Background: an optimization exercise with open tools, aiming at small area, a short achievable clock period and few clock cycles per item. Do not read the settings as production practice. The RTL was checked by simulation tests, not by an equivalence proof against the original design. No activity file was given, so power comes from the tool's default toggle rates.

--- flow/design.v ---
`timescale 1ns / 1ps
package plist_pkg;
    localparam int POS_W = 16;
    localparam int VAL_W = 32;
    localparam int CAP   = 64;
    typedef enum logic [1:0] {
        CMD_INS_POS  = 2'd0,
        CMD_REM_POS  = 2'd1,
        CMD_INS_BACK = 2'd2,
        CMD_REM_BACK = 2'd3
    } cmd_t;
endpackage
`timescale 1ns / 1ps
module plist_cell (
    input  logic                        clk,
    input  logic                        we,
    input  logic [plist_pkg::VAL_W-1:0] value_in,
    output logic [plist_pkg::VAL_W-1:0] data
);
    always_ff @(posedge clk)
    begin
        if (we)
            data <= value_in;
    end
endmodule
`timescale 1ns / 1ps
module positional_list_engine #(
    parameter int CAPACITY = 64
) (
    input  logic                                    clk,
    input  logic                                    rst_n,
    input  logic                                    in_valid,
    output logic                                    in_ready,
    input  logic [1:0]                              cmd,
    input  logic signed [plist_pkg::POS_W-1:0]      position,
    input  logic signed [plist_pkg::VAL_W-1:0]      value_in,
    output logic                                    out_valid,
    input  logic                                    out_ready,
    output logic signed [plist_pkg::VAL_W-1:0]      value_out,
    output logic [$clog2(CAPACITY+1)-1:0]           entry_count,
    output logic                                    full_drop,
    output logic                                    remove_miss
);
    localparam int N  = plist_pkg::CAP;
    localparam int VW = plist_pkg::VAL_W;
    localparam int RW = VW + 7 + 2;         
    localparam int QD = 3;                  
    logic            accept;
    logic            r_v;
    logic            r_ins;
    logic            r_back;
    logic [6:0]      r_pc;
    logic [VW-1:0]   r_val;
    assign accept = in_valid && in_ready;
    assign r_v    = accept;
    assign r_ins  = !cmd[0];
    assign r_back = cmd[1];
    assign r_val  = value_in;
    always_comb
    begin
        if (position[plist_pkg::POS_W-1])
            r_pc = 7'd0;
        else if (|position[plist_pkg::POS_W-2:6])
            r_pc = 7'd64;
        else
            r_pc = {1'b0, position[5:0]};
    end
    logic [6:0]      n;
    logic [6:0]      n_next;
    logic            full;
    logic            empty;
    logic            pc_ge_n;
    logic            ok;
    logic            do_ins;
    logic            do_rem;
    logic [N:0]      t_n;                   
    logic [N-1:0]    t_p;                   
    logic [N-1:0]    ge;                    
    function automatic logic [N:0] therm65(input logic [6:0] v);
        logic [8:0] hi_oh;                  
        logic [7:0] lo_oh;                  
        logic [8:0] hi_gt;                  
        logic [7:0] lo_ge;                  
        logic [N:0] t;
        for (int h = 0; h < 9; h++)
            hi_oh[h] = (v[6:3] == 4'(h));
        for (int l = 0; l < 8; l++)
            lo_oh[l] = (v[2:0] == 3'(l));
        hi_gt[0] = 1'b0;
        for (int h = 1; h < 9; h++)
            hi_gt[h] = hi_gt[h-1] || hi_oh[h-1];
        lo_ge[0] = lo_oh[0];
        for (int l = 1; l < 8; l++)
            lo_ge[l] = lo_ge[l-1] || lo_oh[l];
        for (int c = 0; c <= N; c++)
            t[c] = hi_gt[c / 8] || (hi_oh[c / 8] && lo_ge[c % 8]);
        therm65 = t;
    endfunction
    assign full    = !t_n[N-1];
    assign empty   = t_n[0];
    assign pc_ge_n = !position[plist_pkg::POS_W-1]
                   && ((|position[plist_pkg::POS_W-2:6]) || t_n[position[5:0]]);
    always_comb
    begin
        if (r_ins)
            ok = !full;
        else if (r_back)
            ok = !empty;
        else
            ok = !empty && !pc_ge_n;
    end
    assign do_ins = r_v && r_ins && ok;
    assign do_rem = r_v && !r_ins && ok;
    logic [6:0]      n_inc;
    logic [6:0]      n_dec;
    assign n_inc  = n + 7'd1;
    assign n_dec  = n - 7'd1;
    assign n_next = ({7{do_ins}} & n_inc) | ({7{do_rem}} & n_dec)
                  | ({7{!do_ins && !do_rem}} & n);
    logic [N:0]      t_p65;
    always_ff @(posedge clk or negedge rst_n)
    begin
        if (!rst_n)
            t_n[N-1:0] <= '1;
        else if (do_ins)
            t_n[N-1:0] <= {t_n[N-2:0], 1'b0};
        else if (do_rem)
            t_n[N-1:0] <= t_n[N:1];
    end
    assign t_n[N] = 1'b1;
    assign t_p65 = therm65(r_pc);
    assign t_p   = t_p65[N-1:0];
    always_comb
    begin
        for (int c = 0; c < N; c++)
        begin
            if (r_ins)
                ge[c] = (t_p[c] && !r_back) || t_n[c];
            else if (r_back)
                ge[c] = t_n[c+1];
            else
                ge[c] = t_p[c];
        end
    end
    logic            s_v;
    logic            s_ins;
    logic            s_rem;
    logic [N-1:0]    s_ge;
    logic [N-1:0]    s_eq;
    logic [VW-1:0]   s_val;
    logic [6:0]      s_cnt;
    logic            s_drop;
    logic            s_miss;
    logic [N-1:0]    s_wsel;                
    logic [5:0]      s_slot_n;              
    logic            s_reuse;               
    logic [7:0]      t_hi;                  
    logic [7:0]      t_lo;                  
    logic            t_rem;                 
    logic [N-1:0]    t_rsel;                
    logic [5:0]      t_slot_n;              
    always_ff @(posedge clk)
    begin
        s_wsel   <= {N{do_ins}} & (any_free ? first_free : t_rsel);
        s_slot_n <= any_free ? first_n : t_slot_n;
        s_reuse  <= do_ins && !any_free && !t_rem;
        s_ge   <= ge;
        s_eq   <= ge & ~{ge[N-2:0], 1'b0};
        s_val  <= r_val;
        s_cnt  <= n_next;
        s_drop <= r_ins && !ok;
        s_miss <= !r_ins && !ok;
    end
    logic [N-1:0]    free_map;
    logic [N-1:0]    avail;
    logic [N-1:0]    first_free;            
    logic            any_free;
    logic [5:0]      first_n;
    logic [5:0]      rem_slot;              
    logic [N-1:0]    s_we;                  
    logic [5:0]      s_new_n;               
    function automatic logic [7:0] first8(input logic [7:0] v);
        logic [7:0] f;
        for (int k = 0; k < 8; k++)
            f[k] = v[k] && !(|(v & ((8'd1 << k) - 8'd1)));
        first8 = f;
    endfunction
    function automatic logic [2:0] enc8(input logic [7:0] v);
        logic [2:0] e;
        e = '0;
        for (int k = 0; k < 8; k++)
            e = e | ({3{v[k]}} & 3'(k));
        enc8 = e;
    endfunction
    assign s_we    = s_reuse ? t_rsel : s_wsel;
    assign s_new_n = s_reuse ? t_slot_n : s_slot_n;
    assign avail   = free_map & ~s_wsel;
    logic [7:0]      grp_any;
    logic [7:0]      grp_first;
    logic [7:0]      in_first [8];
    logic [7:0]      in_sel;
    always_comb
    begin
        for (int g = 0; g < 8; g++)
        begin
            grp_any[g] = |avail[8*g +: 8];
            in_first[g] = first8(avail[8*g +: 8]);
        end
        grp_first = first8(grp_any);
        any_free  = |grp_any;
        in_sel    = '0;
        for (int g = 0; g < 8; g++)
        begin
            in_sel = in_sel | ({8{grp_first[g]}} & in_first[g]);
            for (int k = 0; k < 8; k++)
                first_free[8*g + k] = grp_first[g] && in_first[g][k];
        end
        first_n = {enc8(grp_first), enc8(in_sel)};
    end
    logic [5:0]      ptr [N];
    logic [VW-1:0]   data_w [N];
    always_comb
    begin
        rem_slot = '0;
        for (int p = 0; p < N; p++)
            rem_slot = rem_slot | ({6{s_eq[p]}} & ptr[p]);
    end
    assign t_rem = |t_hi;
    always_comb
    begin
        for (int s = 0; s < N; s++)
            t_rsel[s] = t_hi[s / 8] && t_lo[s % 8];
    end
    for (genvar p = 0; p < N; p++)
    begin : g_ptr
        logic [5:0] left_p;
        logic [5:0] right_p;
        logic       sel_hold;
        logic       sel_left;
        logic       sel_right;
        logic       sel_new;
        if (p == 0)
        begin : g_first
            assign left_p = s_new_n;
        end
        else
        begin : g_left
            assign left_p = ptr[p-1];
        end
        if (p == N - 1)
        begin : g_last
            assign right_p = '0;
        end
        else
        begin : g_right
            assign right_p = ptr[p+1];
        end
        assign sel_hold  = !(s_ge[p] && (s_ins || s_rem));
        assign sel_left  = s_ins && s_ge[p] && !s_eq[p];
        assign sel_right = s_rem && s_ge[p];
        assign sel_new   = s_ins && s_eq[p];
        always_ff @(posedge clk)
        begin
            ptr[p] <= ({6{sel_hold}}  & ptr[p])
                    | ({6{sel_left}}  & left_p)
                    | ({6{sel_right}} & right_p)
                    | ({6{sel_new}}   & s_new_n);
        end
    end
    for (genvar s = 0; s < N; s++)
    begin : g_slot
        plist_cell u_cell (
            .clk      (clk),
            .we       (s_we[s]),
            .value_in (s_val),
            .data     (data_w[s])
        );
    end
    always_ff @(posedge clk or negedge rst_n)
    begin
        if (!rst_n)
            free_map <= '1;
        else
            free_map <= (free_map & ~s_wsel) | (t_rsel & ~{N{s_reuse}});
    end
    logic            t_v;
    logic [6:0]      t_cnt;
    logic            t_drop;
    logic            t_miss;
    logic [VW-1:0]   rd_val;
    always_ff @(posedge clk)
    begin
        for (int k = 0; k < 8; k++)
        begin
            t_hi[k] <= s_rem && (rem_slot[5:3] == 3'(k));
            t_lo[k] <= (rem_slot[2:0] == 3'(k));
        end
        t_slot_n <= rem_slot;
        t_cnt  <= s_cnt;
        t_drop <= s_drop;
        t_miss <= s_miss;
    end
    always_comb
    begin
        logic [VW-1:0] grp;
        rd_val = '0;
        for (int h = 0; h < 8; h++)
        begin
            grp = '0;
            for (int l = 0; l < 8; l++)
                grp = grp | ({VW{t_lo[l]}} & data_w[8*h + l]);
            rd_val = rd_val | ({VW{t_hi[h]}} & grp);
        end
    end
    logic [RW-1:0]   q [QD];
    logic [RW-1:0]   res;
    logic [QD:0]     occ;                   
    logic [QD-1:0]   kept;                  
    logic [QD-1:0]   occ_next;
    logic            take;
    logic [2:0]      owed;                  
    logic [2:0]      owed_next;
    logic            room;
    assign res  = {rd_val, t_cnt, t_drop, t_miss};
    assign take = occ[0] && out_ready;
    always_comb
    begin
        for (int j = 0; j < QD; j++)
            kept[j] = take ? occ[j+1] : occ[j];
        for (int j = 0; j < QD; j++)
            occ_next[j] = kept[j] || (t_v && ((j == 0) || kept[(j + QD - 1) % QD]));
    end
    always_ff @(posedge clk or negedge rst_n)
    begin
        if (!rst_n)
            q[0] <= '0;
        else if (take || !occ[0])
            q[0] <= (take && occ[1]) ? q[1] : res;
    end
    always_ff @(posedge clk)
    begin
        for (int j = 1; j < QD; j++)
        begin
            if (take || !occ[j])
                q[j] <= (take && occ[j+1]) ? q[(j + 1) % QD] : res;
        end
    end
    assign owed_next = owed + {2'b0, accept} - {2'b0, take};
    assign in_ready  = room || take;
    always_ff @(posedge clk or negedge rst_n)
    begin
        if (!rst_n)
        begin
            n         <= '0;
            s_v       <= 1'b0;
            s_ins     <= 1'b0;
            s_rem     <= 1'b0;
            t_v       <= 1'b0;
            occ       <= '0;
            owed      <= '0;
            room      <= 1'b0;
        end
        else
        begin
            n         <= n_next;
            s_v       <= r_v;
            s_ins     <= do_ins;
            s_rem     <= do_rem;
            t_v       <= s_v;
            occ       <= {1'b0, occ_next};
            owed      <= owed_next;
            room      <= (owed_next < 3'(QD));
        end
    end
    assign out_valid   = occ[0];
    assign value_out   = q[0][RW-1 -: VW];
    assign entry_count = q[0][8:2];
    assign full_drop   = q[0][1];
    assign remove_miss = q[0][0];
endmodule
--- flow/run.sh ---
#!/bin/bash
# synth_recipe.tcl (not shown) runs the flow's synth.tcl, then flattens the netlist and writes it again
# the make line also repeats each setting of config.mk as NAME=value (left out here)
make -C /OpenROAD-flow-scripts/flow DESIGN_CONFIG=/design/flow/config.mk WORK_HOME=/design/flow/orfs CLKGATE_MAP_FILE= SYNTH_SCRIPT=/design/flow/synth_recipe.tcl finish
--- flow/config.mk ---
export PLATFORM = sky130hd
export DESIGN_NAME = positional_list_engine
export DESIGN_NICKNAME = positional_list_engine
export VERILOG_FILES = /design/flow/design.v
export SDC_FILE = /design/flow/constraint.sdc
export NUM_CORES = 4
export LEC_CHECK = 0
export CAP_MARGIN = 20
export CELL_PAD_IN_SITES_DETAIL_PLACEMENT = 1
export CELL_PAD_IN_SITES_GLOBAL_PLACEMENT = 1
export CORE_MARGIN = 2
export CORE_UTILIZATION = 40
export CTS_CLUSTER_DIAMETER = 60
export CTS_CLUSTER_SIZE = 30
export PLACE_DENSITY = 0.55
export SETUP_SLACK_MARGIN = 2.5
export SLEW_MARGIN = 20
export TNS_END_PERCENT = 100
--- flow/constraint.sdc ---
create_clock -name core_clock -period 5.0 [get_ports {clk}]
set_input_delay 1.0000 -clock core_clock [delete_from_list [all_inputs] [get_ports {clk}]]
set_output_delay 1.0000 -clock core_clock [all_outputs]
set_load 0.01 [all_outputs]
==> results by group <==
Clocking
  • Clock Sinks: 2971
  • H-tree depth: 4
  • Insertion delay to the later sink of the worst-skew pair: 960 ps
  • CTS tree: yes
  • Clock buffers created by TritonCTS: 240
  • Clock transition at the registers of the reported paths: 80 ps
  • Clock root buffer master: clkbuf_16
  • Clock Tree Buf Depth: 4

Setup path
  • CP max stage cell: a22oi_2
  • Worst setup path startpoint: t_lo[0]
  • Crit path max fanout: 7
  • Worst setup slack for register-to-register paths: around 2200 ps
  • Largest stage delay on the critical path: 510 ps
  • Buf+Inv Stages, Crit Path: 4
  • Setup CP Type: reg -> reg
  • Crit-path cells: buf_12, buf_16, buf_4, a22oi_1, nand4_1, a22oi_2, nand4_1, buf_6, mux2_2
  • Endpoint type of the worst setup path: flip-flop
  • Crit start category: flip-flop
  • Delay-heaviest family, CP: compound AO/OA/AOI/OAI gates
  • Most frequent cell on the critical path: nand4_1
  • WP data arrival: 3510 ps
  • Worst r2r src: t_lo[0]
  • Req. time, crit path: 5680 ps

Power and ir drop
  • Static Leakage: 49.1 nW
  • Peak ir drop on the vdd network: 0.000372 V
  • PwrDens: 341 mW/mm2

Final layout
  • Share of post-route cells with drive strength above 1: 24.9%
  • Area of all placed cells without fillers: 0.142 mm2
  • Final net count: 8819
  • Filler cell count: 27600
  • Area delta synth->final: 22.7%

Logic synthesis
  • Async SR Flop Fraction: 6.29%
  • Number of enable-type register cells in the synthesized netlist: 2130
  • Syn Std Cell Area: 0.115 mm2
  • Number of flip-flops and latches in the synthesized netlist: slightly below 3000
  • Primary flip-flop cell chosen by synthesis mapping: edfxtp_1
  • Library cell with the highest instance count after synthesis: edfxtp_1
  • Area fraction of the dominant cell type after synthesis: 55.4%
  • Sequential fraction of the synthesis area: 70.9%
  • Count of mapped cells out of synthesis: 8279
  • Average instance area after synthesis: 13.9 um2
  • Synth Net Count: 8338
  • Top cells by area in the synthesized netlist: edfxtp_1 55%, dfxtp_1 11%, a22oi_1 8.1%, dfstp_2 2.9%, a22o_1 2.5%
  • Commonest cells in the netlist: 2130 x edfxtp_1, 1253 x a22oi_1, 654 x dfxtp_1, 614 x nand2_1, 539 x clkbuf_1
  • Total number of yosys warnings: 11
  • Synth unique cells: ~80
  • Largest area contributor in the synthesized netlist: edfxtp_1

Global routing
  • Wire length of the first global-routing pass: 692000 um
  • Maximum number of pins on one net before global-route repair: 132
  • Via count of the first global-routing pass: 82100
  • Overflow left after global routing: 0
  • Aggregate global-route resource usage: approximately 34%
  • Number of antenna violations at the first check in global routing: 38

Routing
  • DRT iter0 DRCs: around 13000
  • DRC violations left: 0
  • Detailed-route vias per instance: 6.68
  • Number of detailed-routing iterations run before antenna repair: 10
  • Average detailed-routed wire length per instance: approximately 40 um
  • ANT nets after route: 0
  • Routed wire length: 513000 um
  • Via count: about 85000

Timing
  • Least-Margin Pin Slew: ~1000 ps
  • Unrepaired setup endpoints after global routing: yes
  • Worst relative slew slack: 29.9%
  • Fraction of the cycle the final worst path needs: 56.6%
  • Final critical-path required period: 2830 ps
  • Post-route setup TNS: 0 ps
  • Number of endpoints failing setup at the final stage: 0
  • Number of pins with negative max-slew slack in the final report: 0
  • Worst clock skew on the final layout: 61.8 ps
  • Final hold viol count: 0
  • Highest clock frequency the design can meet: 353 MHz

Die
  • Starting utilization of the core area: between 40% and 50%
  • Die Span Y: 541 um
  • IO Count: 97
  • Horizontal die dimension: 541 um
  • Area of the die: approximately 0.29 mm2
  • Total core area: 0.288 mm2
  • Row count: ~200

Placed design
  • Post-detail-place hpwl: 303000 um
  • Global placement routability congestion: 1.03
  • Post-placement cell area: 0.123 mm2
  • PortBufs: 96

Job
  • Max-cap viol count: 0

Min path
  • Tightest Hold Check Type: in -> async

Outcome
  • Run status: finished clean
## worst reg2reg max path: cells and delay by family, from the launching register on
kind | cells | cell delay (ps)
compound gates | 2 | 680
buf+inv | 4 | 690
flops | 1 | 420
mux | 1 | 260
simple gates | 2 | 500
## cell usage in the layout (no fill, tap or decap), types with 206 or more instances in the layout
| master | n |
|---|---|
| buf_4 | 399 |
| a22o_1 | 331 |
| a22oi_2 | 265 |
| dfxtp_1 | 582 |
| nand4_1 | 335 |
| edfxtp_1 | 2130 |
| clkbuf_16 | 273 |
| a22oi_1 | 988 |
| inv_1 | 290 |
| a222oi_1 | 206 |
| nand2_1 | 573 |
## path summary, 6_finish.rpt
| path | end | cells past startpoint |
|---|---|---|
| setup reg to reg | q[1][31] | 9 |
| min in group core_clock | t_v | 0 |
| setup / recovery | q[1][31] | 9 |
| hold reg to reg | t_v | 0 |
| max in group asynchronous | free_map[4] | 2 |
| hold / removal | q[0][19] | 1 |
## what timing repair did
item | CTS | global route
pin swaps | 181 | 300
buffers inserted | 267 | 130
hold buffers | 0 | 0
resized for setup | 789 | 520
cloned | 42 | 31
endpoints found under the setup margin | 2605 | 620
## report_power, final
group | internal [W] | switching [W] | leakage, nW
Clock | 0.0106 | 0.0104 | 4.16
Sequential | 0.0264 | 0.000327 | 26.6
Combinational | 0.000137 | 0.000471 | 18.3
## layout make-up
cell class                      count  area, um2  share of cell area, %
Clock buffer                      262       6250                   4.41
Tap cell                         3781       4730                   3.34
Clock inverter                    192       2390                   1.69
Antenna cell                       19       47.5                 0.0336
Inverter                          293       1130                  0.797
Sequential cell                  2971      82000                   57.9
Timing Repair Buffer              873      10700                   7.57
Multi-Input combinational cell   4379      34300                   24.2
Timing Repair inverter              2       22.5                 0.0159
## stage by stage
| step | instances | hold WS, ps | total power (W) | worst slack [ps] | utilization, % |
|---|---|---|---|---|---|
| after floorplan | 8279 | 310 | 0.0273 | 2040 | - |
| after global placement | 11800 | 337 | 0.0278 | 599 | 42.6 |
| after detailed placement | 11800 | 342 | 0.0278 | 484 | 42.6 |
| after CTS | 12600 | 8.63 | 0.0486 | 2300 | 47.7 |
| after global routing | 12800 | 69.5 | 0.0495 | 2200 | 49.2 |
| final | 12800 | 50.7 | 0.0484 | 2170 | 49.3 |
## routing by layer
layer  wire length (um)  up-vias  track usage (%)
met2             228000     4602             50.5
met5                134        -                0
met1             218000    45700             48.8
met4              19200       18             11.3
met3              48700      845             5.83
li1                   -    34200                -
## cells by family after synthesis
family,count (synthesis),share of synthesized area (%)
AOI/OAI and AO/OA,2482,16.9
DFF,2971,70.9
adders and majority gates,5,0.0607
buffers and inverters,929,3.11
and+or+nand+nor,1770,7.68
muxes,114,1.20
xor gates and xnor gates,8,0.0607
## registers in the layout (all words and copies together), names as in the netlist, 3 cells and up
signal and cells:
free_map 64, g_slot.u_cell.data 2048, n 7, occ 3, owed 3, ptr 384, q 123, s_cnt 7
s_eq 64, s_ge 63, s_slot_n 6, s_val 32, s_wsel 64, t_cnt 7, t_hi 8, t_lo 8
t_n 64, t_slot_n 6
Testbench counts, summed over its fixed seeds: cycles 16,024, items 16,000.

## re-timing with driven ports
The flow's constraints put no driver on any port. The routed layout listed below was extracted and timed again, unchanged, in two steps.
Step 1: set_driving_cell puts a clkbuf_16 on clk and a buf_2 on each other input, an assumption about the parent block.
Step 2 moves the port delays by t, midway between the first and last clock arrival at a register: inputs arrive t later, outputs are due t later. That takes back most of the time a late clock gives input paths.
Slacks: no drivers / after step 1 / after step 2; pairs: no drivers / after step 1.
shift t [ns]: 1.031
setup WS [ns]: 2.171 / 2.171 / 1.436
worst hold slack (ns): 0.051 / -0.009 / 0.355
clock arrival spread, ns: 0.062 / 0.062
worst slew at a driven data input, ns: 0.12
After both steps setup and hold are still met in this run. For this run, drivers alone change the setup slack by 0.000 ns; drivers and shift together by -0.735 ns.
